From an optimization exercise on the open Yosys and OpenROAD flow, aimed at small area, a short achievable clock period and few clock cycles; shortcuts taken in it are not production practice.
Function was checked by simulation only, so behaviour that the tests miss may differ from the original.
Power figures rest on the tool's default switching activity, not on a simulated workload.

==> inputs of v25 <==
// priority_power_sequencer
module priority_power_sequencer (
  input  logic                  clk,
  input  logic                  rst_n,
  input  logic                  in_valid,
  output logic                  in_stall,
  input  pps_pkg::in_t          in_data,
  output logic                  out_valid,
  input  logic                  out_stall,
  output pps_pkg::out_t         out_data,
  input  logic                  psel,
  input  logic                  penable,
  input  logic                  pwrite,
  input  logic [pps_pkg::PADDR_W-1:0] paddr,
  input  logic [31:0]           pwdata,
  output logic [31:0]           prdata,
  output logic                  pready
);
make LEC_CHECK=0 CAP_MARGIN=20 CORE_MARGIN=2 CORE_UTILIZATION=50 SETUP_SLACK_MARGIN=3.3 SLEW_MARGIN=20 finish   # period 8.0 ns
run.sh (not shown) runs the stock make flow with config.mk's settings and CLKGATE_MAP_FILE= SYNTH_SCRIPT=/design/flow/synth_recipe.tcl, a recipe that flattens the netlist after the stock synthesis.
==> inputs of v39, as changes to v25 <==
--- a/flow/config.mk
+++ b/flow/config.mk
@@ -4,9 +4,9 @@
 export VERILOG_FILES = /design/flow/design.v
 export SDC_FILE = /design/flow/constraint.sdc
 export NUM_CORES = 4
 export LEC_CHECK = 0
 export CAP_MARGIN = 20
 export CORE_MARGIN = 2
 export CORE_UTILIZATION = 50
-export SETUP_SLACK_MARGIN = 3.3
+export SETUP_SLACK_MARGIN = 1.5
 export SLEW_MARGIN = 20
==> inputs of v10, as changes to v25 <==
--- a/flow/design.v
+++ b/flow/design.v
@@ -159,15 +159,14 @@
   logic [4:0]  dcnt_r;
   logic        ov_r;
   logic [3:0]  oev_r;
   logic [15:0] oid_r;
   logic        ovld_r, ocln_r, ofrc_r, olast_r, oshut_r;
   logic [31:0] now_r;
   logic [15:0] pend_r;         
-  logic        pnz_r;          
   logic [15:0] nsel_r;         
   logic [15:0] fail_r;
   logic [1:0]  ekind_r;
   logic        half_r;         
   logic        cclean_r;
   logic [1:0]  etrl_r;
   logic [1:0]  pl_r;
@@ -258,15 +257,15 @@
     pm_sel    = (pl_r == PL_PLAN && pcut_r) ? up_r : pm_fin;
     pc_sel    = 5'($countones(pm_sel));
   end
   logic        em_idle, out_free, node_ok;
   logic [15:0] pend_nx, pick_nx, id_sel;
   logic [3:0]  ev_node;
   always_comb begin
-    node_ok  = pnz_r && !pown_r;
+    node_ok  = pend_r != 16'd0 && !pown_r;
     em_idle  = !half_r && etrl_r == TR_NONE && !node_ok;
     out_free = !ov_r || !out_stall;
     pend_nx  = pend_r & ~nsel_r;
     id_sel   = '0;
     for (int i = 0; i < MAX_NODES; i++) id_sel = id_sel | (ids_r[i] & {16{nsel_r[i]}});
   end
   logic        pick_pl_sel;
@@ -331,15 +330,14 @@
           pl_r    <= (!pzero_fin && !node_ok) ? PL_LOAD : PL_PLAN;
         end
       end
     end
     if (pl_r == PL_PLAN && !pzero_r && !node_ok) pl_r <= PL_LOAD;
     if (pl_r != PL_LOAD && !node_ok && in_valid && op_walk) begin
       pend_r  <= pm_sel;
-      pnz_r   <= pm_sel != 16'd0;
       pcnt_r  <= pc_sel;
       nsel_r  <= pick_pl;
       ekind_r <= (pl_r == PL_PLAN) ? pkind_r : (desc_pl ? WK_UP : WK_DOWN);
       pown_r  <= 1'b1;
     end
     if (accept) begin
       pl_r   <= PL_IDLE;
@@ -398,23 +396,21 @@
           end
         end
         OP_BOOT: begin
           if (mode_r == MODE_OFF) oev_r <= EV_BOOT;
         end
         OP_CUT, OP_TICK: begin
           if (op_walk) begin
-            if (pnz_r) begin
+            if (pend_r != 16'd0) begin
               oid_r    <= id_sel;
               ovld_r   <= 1'b1;
               oev_r    <= ev_node;
               half_r   <= ekind_r != WK_CUT;
               cclean_r <= !(|(in_data.fail_mask & nsel_r));
               pend_r   <= pend_nx;
-        pnz_r    <= pend_nx != 16'd0;
-              pnz_r    <= pend_nx != 16'd0;
               nsel_r   <= pick_nx;
               etrl_r   <= ptrl_r;
               olast_r  <= 1'b0;
             end else begin
               oev_r    <= (ptrl_r == TR_ON) ? EV_ON : EV_OFF;
               ofrc_r   <= ptrl_r == TR_OFFF;
             end
@@ -433,15 +429,14 @@
         oid_r    <= id_sel;
         ovld_r   <= 1'b1;
         ocln_r   <= 1'b0;
         oev_r    <= ev_node;
         half_r   <= ekind_r != WK_CUT;
         cclean_r <= !(|(fail_r & nsel_r));
         pend_r   <= pend_nx;
-        pnz_r    <= pend_nx != 16'd0;
         nsel_r   <= pick_nx;
         olast_r  <= (ekind_r == WK_CUT) && pend_nx == 16'd0 && etrl_r == TR_NONE;
       end else begin
         oid_r   <= 16'd0;
         ovld_r  <= 1'b0;
         ocln_r  <= 1'b0;
         oev_r   <= (etrl_r == TR_ON) ? EV_ON : EV_OFF;
@@ -521,15 +516,14 @@
       init_r     <= 1'b0;
       dlp_r      <= 1'b0;
       pown_r     <= 1'b0;
       ov_r       <= 1'b0;
       half_r     <= 1'b0;
       etrl_r     <= TR_NONE;
       pend_r     <= 16'd0;
-      pnz_r      <= 1'b0;
       mode_r     <= MODE_ON;
       cnt_r      <= 5'd0;
       present_r  <= 8'd0;
       up_r       <= 16'd0;
       grace_r    <= 16'd0;
       cut_r      <= 16'd0;
     end
--- a/flow/config.mk
+++ b/flow/config.mk
@@ -4,9 +4,9 @@
 export VERILOG_FILES = /design/flow/design.v
 export SDC_FILE = /design/flow/constraint.sdc
 export NUM_CORES = 4
 export LEC_CHECK = 0
 export CAP_MARGIN = 20
 export CORE_MARGIN = 2
 export CORE_UTILIZATION = 50
-export SETUP_SLACK_MARGIN = 3.3
+export SETUP_SLACK_MARGIN = 3.6
 export SLEW_MARGIN = 20
==> comparison <==
v25 passed the timing, design-rule and antenna checks. v39 finished with timing, DRC and antenna clean. v10 went through all stages and came out clean.
Global-route usage: v25 is higher than v39 (1.3 points).
Between v39 and v10, the lower flip-flop and latch count is in v10 (gap 1).
Against v39, the core utilization of v25 is higher by 3.5 points.
Of v10 and v25, v25 has the higher final cell count (gap 0.91%, measured against v25).
Total power, lowest first: v10, v39, v25.
Of v10 and v25, v10 has the higher wire length (gap 3.7%, measured against v25).
Area after synthesis: v10 is smaller than v25 (0.62%).
Cell area, highest first: v10, v25, v39.
Of v39 and v10, v10 has the higher worst setup slack (gap 1.1 ns).
Die area is the same in v25 and v39.
Testbench counts of v25, summed over its fixed seeds: cycles 16,209.
Testbench counts of v39, summed over its fixed seeds: cycles 16,209.
Testbench counts of v10, summed over its fixed seeds: cycles 16,209.

## port drivers added, routing unchanged
The results above use ideal ports. As a check the final layouts listed here were re-extracted and re-timed, cells and wires unchanged.
Step 1: set_driving_cell puts a clkbuf_16 on clk and a buf_2 on each other input, an assumption about the parent block.
Step 2 times the ports against the registers' clock, not the clock port: input delays grow and output delays shrink by t, the midpoint of the rising clock arrivals with the driver on.
Slacks: ideal ports / drivers / drivers and shift; pairs: ideal ports / drivers.
run | t, ns | slack for setup (ns) | slew at the worst register clock pin (ns) | worst slew at a driven data input, ns | cell pins on the clock port's net
v25 | 0.756 | 3.099 / 3.099 / 2.622 | 0.07 / 0.07 | 0.13 | 1
v39 | 0.750 | 1.515 / 1.515 / 1.193 | 0.07 / 0.07 | 0.13 | 1
v10 | 0.766 | 2.632 / 2.632 / 2.632 | 0.07 / 0.07 | 0.14 | 1
After both steps every run listed still meets setup and hold. The setup slack of v25, which loses most, moves by 0.000 ns with the drivers and by -0.477 ns with both steps.
